Context: an optimization exercise on an open-source flow, tuned for small area, a short achievable clock period and few clock cycles per item. The choices shown serve that exercise and are no tape-out recipe. Only simulation tests tie the RTL to the original design; equivalence was not proved.

==> flow/design.v (excerpt) <==
module triangle_tangent_frame_top (
    input  logic               i_clk,
    input  logic               i_rst_n,
    input  logic               i_in_valid,
    output logic               o_in_stall,
    input  logic [23:0]        i_vertex_id,
    input  logic signed [31:0] i_pos_x,
    input  logic signed [31:0] i_pos_y,
    input  logic signed [31:0] i_pos_z,
    input  logic signed [15:0] i_tex_u,
    input  logic signed [15:0] i_tex_v,
    output logic               o_out_valid,
    input  logic               i_out_stall,
    output logic [23:0]        o_out_vertex_id,
    output logic signed [15:0] o_tangent_x,
    output logic signed [15:0] o_tangent_y,
    output logic signed [15:0] o_tangent_z,
    output logic signed [15:0] o_bitangent_x,
    output logic signed [15:0] o_bitangent_y,
    output logic signed [15:0] o_bitangent_z,
    output logic               o_degenerate,
    output logic               o_last_of_triangle
);
    localparam int MW = ttf_pkg::MAG_W;
    localparam int NW = ttf_pkg::NRM_W;
    logic [2:0] r_t;           
    logic [5:0] r_v;           
    logic       r_par [6];     
    logic       r_sc;          
    logic [1:0] r_cc;          
    logic       r_full;        
  ...
Settings: LEC_CHECK=0, ABC_CLOCK_PERIOD_IN_PS=5000, CAP_MARGIN=20, CORE_MARGIN=2, CORE_UTILIZATION=50, CTS_BUF_LIST=sky130_fd_sc_hd__clkbuf_8, SETUP_SLACK_MARGIN=3.5, SLEW_MARGIN=20; clock period 10.0 ns.
run.sh (not shown) runs the stock make flow with config.mk's settings and CLKGATE_MAP_FILE= SYNTH_SCRIPT=/design/flow/synth_recipe.tcl, a recipe that flattens the netlist after the stock synthesis.
Testbench counts at the start, summed over its fixed seeds: cycles 2,872, items 320.
Edit:
--- a/flow/design.v
+++ b/flow/design.v
@@ -187,22 +187,23 @@
         end else begin
             mux_a1 = r_du1;   mux_x1 = r_e2[k];
             mux_a2 = r_du2;   mux_x2 = e1k;
         end
     end
     logic signed [50:0] res;
     logic [MW-1:0]      mag;
     assign res = 51'(r_prod1) - 51'(r_prod2);
     assign mag = res[50] ? MW'(-res) : MW'(res);
-    logic [MW-1:0] r_mt [3];
-    logic [MW-1:0] r_mb [3];
-    logic [2:0]    r_st_tmp, r_sb_tmp;
+    logic [MW-1:0] r_m [5];
+    logic [4:0]    r_sg;
+    logic          m_shift;
     logic [5:0]    r_dneg, r_dzero;
+    assign m_shift = (r_v[0] && r_t >= 3'd3) || (r_v[1] && r_t == 3'd0);
     always_ff @(posedge i_clk) begin
         if (en) begin
             if (r_v[0] && r_t <= 3'd6) begin
                 r_opa1 <= mux_a1;
                 r_opx1 <= mux_x1;
                 r_opa2 <= mux_a2;
                 r_opx2 <= mux_x2;
             end
             if (r_v[0] && r_t == 3'd5) r_ce12 <= r_e1[2];
@@ -210,55 +211,55 @@
             r_prod2 <= r_opa2 * r_opx2;
             if (r_v[0] && r_t == 3'd2) begin
                 r_dneg[0]  <= res[50];
                 r_dzero[0] <= (res == '0);
             end
             if (r_t == 3'd7) begin
                 r_dneg[5:1]  <= r_dneg[4:0];
                 r_dzero[5:1] <= r_dzero[4:0];
             end
-            if (r_v[0] && r_t == 3'd3) begin r_mt[0] <= mag; r_st_tmp[0] <= res[50]; end
-            if (r_v[0] && r_t == 3'd4) begin r_mb[0] <= mag; r_sb_tmp[0] <= res[50]; end
-            if (r_v[0] && r_t == 3'd5) begin r_mt[1] <= mag; r_st_tmp[1] <= res[50]; end
-            if (r_v[0] && r_t == 3'd6) begin r_mb[1] <= mag; r_sb_tmp[1] <= res[50]; end
-            if (r_v[0] && r_t == 3'd7) begin r_mt[2] <= mag; r_st_tmp[2] <= res[50]; end
-            if (r_v[1] && r_t == 3'd0) begin r_mb[2] <= mag; r_sb_tmp[2] <= res[50]; end
+            if (m_shift) begin
+                r_m[0]  <= mag;
+                r_sg[0] <= res[50];
+                for (int i = 1; i < 5; i++) begin
+                    r_m[i]  <= r_m[i-1];
+                    r_sg[i] <= r_sg[i-1];
+                end
+            end
         end
     end
-    logic          nrm_b;
     logic [MW-1:0] nm [3];
     logic [MW-1:0] nor_all;
     logic [4:0]    nsh;
     logic [NW-1:0] nn [3];
-    assign nrm_b = (r_t == 3'd1);
     always_comb begin
-        for (int k = 0; k < 3; k++) nm[k] = nrm_b ? r_mb[k] : r_mt[k];
+        for (int k = 0; k < 3; k++) nm[k] = r_m[4 - 2*k];
         nor_all = nm[0] | nm[1] | nm[2];
         nsh = '0;
         for (int i = NW; i < MW; i++) if (nor_all[i]) nsh = 5'(i - NW + 1);
         for (int k = 0; k < 3; k++) nn[k] = NW'(nm[k] >> nsh);
     end
     logic [NW-1:0] r_nt [1:3][3];
     logic [NW-1:0] r_nb [1:4][3];
     logic [2:0]    r_st [1:4];
     logic [2:0]    r_sb [1:5];
     logic [1:4]    r_zt;
     logic [1:5]    r_zb;
     always_ff @(posedge i_clk) begin
         if (en) begin
             if (r_v[1] && r_t == 3'd0) begin
                 for (int k = 0; k < 3; k++) r_nt[1][k] <= nn[k];
-                r_st[1] <= r_st_tmp;
+                r_st[1] <= {r_sg[0], r_sg[2], r_sg[4]};
                 r_zt[1] <= (nor_all == '0);
             end
             if (r_v[1] && r_t == 3'd1) begin
                 for (int k = 0; k < 3; k++) r_nb[1][k] <= nn[k];
-                r_sb[1] <= r_sb_tmp;
+                r_sb[1] <= {r_sg[0], r_sg[2], r_sg[4]};
                 r_zb[1] <= (nor_all == '0);
             end
             if (r_t == 3'd7) begin
                 for (int k = 0; k < 3; k++) begin
                     for (int a = 2; a <= 3; a++) r_nt[a][k] <= r_nt[a-1][k];
                     for (int a = 2; a <= 4; a++) r_nb[a][k] <= r_nb[a-1][k];
                 end
                 for (int a = 2; a <= 4; a++) begin
                     r_st[a] <= r_st[a-1];
What happened: Design area fell by 1.5%; global-route usage fell by 1.4 points; register-to-register slack gets better by 0.64 ns; clock-buffer cell count fell by 16; non-clock buffer count fell by 125; worst setup slack gets better by 0.64 ns; die area fell by 1.6%; routed wire length fell by 6.6%.
Testbench counts after the change, summed over its fixed seeds: cycles 2,872, items 320.

re-timing with driven ports:
Ports are ideal in the flow. The routed layouts listed here were re-timed in OpenROAD.
Step 1, drivers: a clkbuf_16 drives i_clk and a buf_2 each remaining input, both assumed.
Step 2 moves the port delays by t, midway between the first and last clock arrival at a register: inputs arrive t later, outputs are due t later. That takes back most of the time a late clock gives input paths.
Slacks: ideal / step 1 / step 2; pairs: ideal / step 1.
run	shift t [ns]	setup WS [ns]	worst setup path after step 2
the first run	1.313	2.570 / 2.570 / 2.570	register to register
the second run	1.318	3.209 / 3.209 / 3.013	input to register
After both steps every run listed still meets setup and hold. For the second run, which loses most, drivers alone change the setup slack by 0.000 ns; drivers and shift together by -0.196 ns.
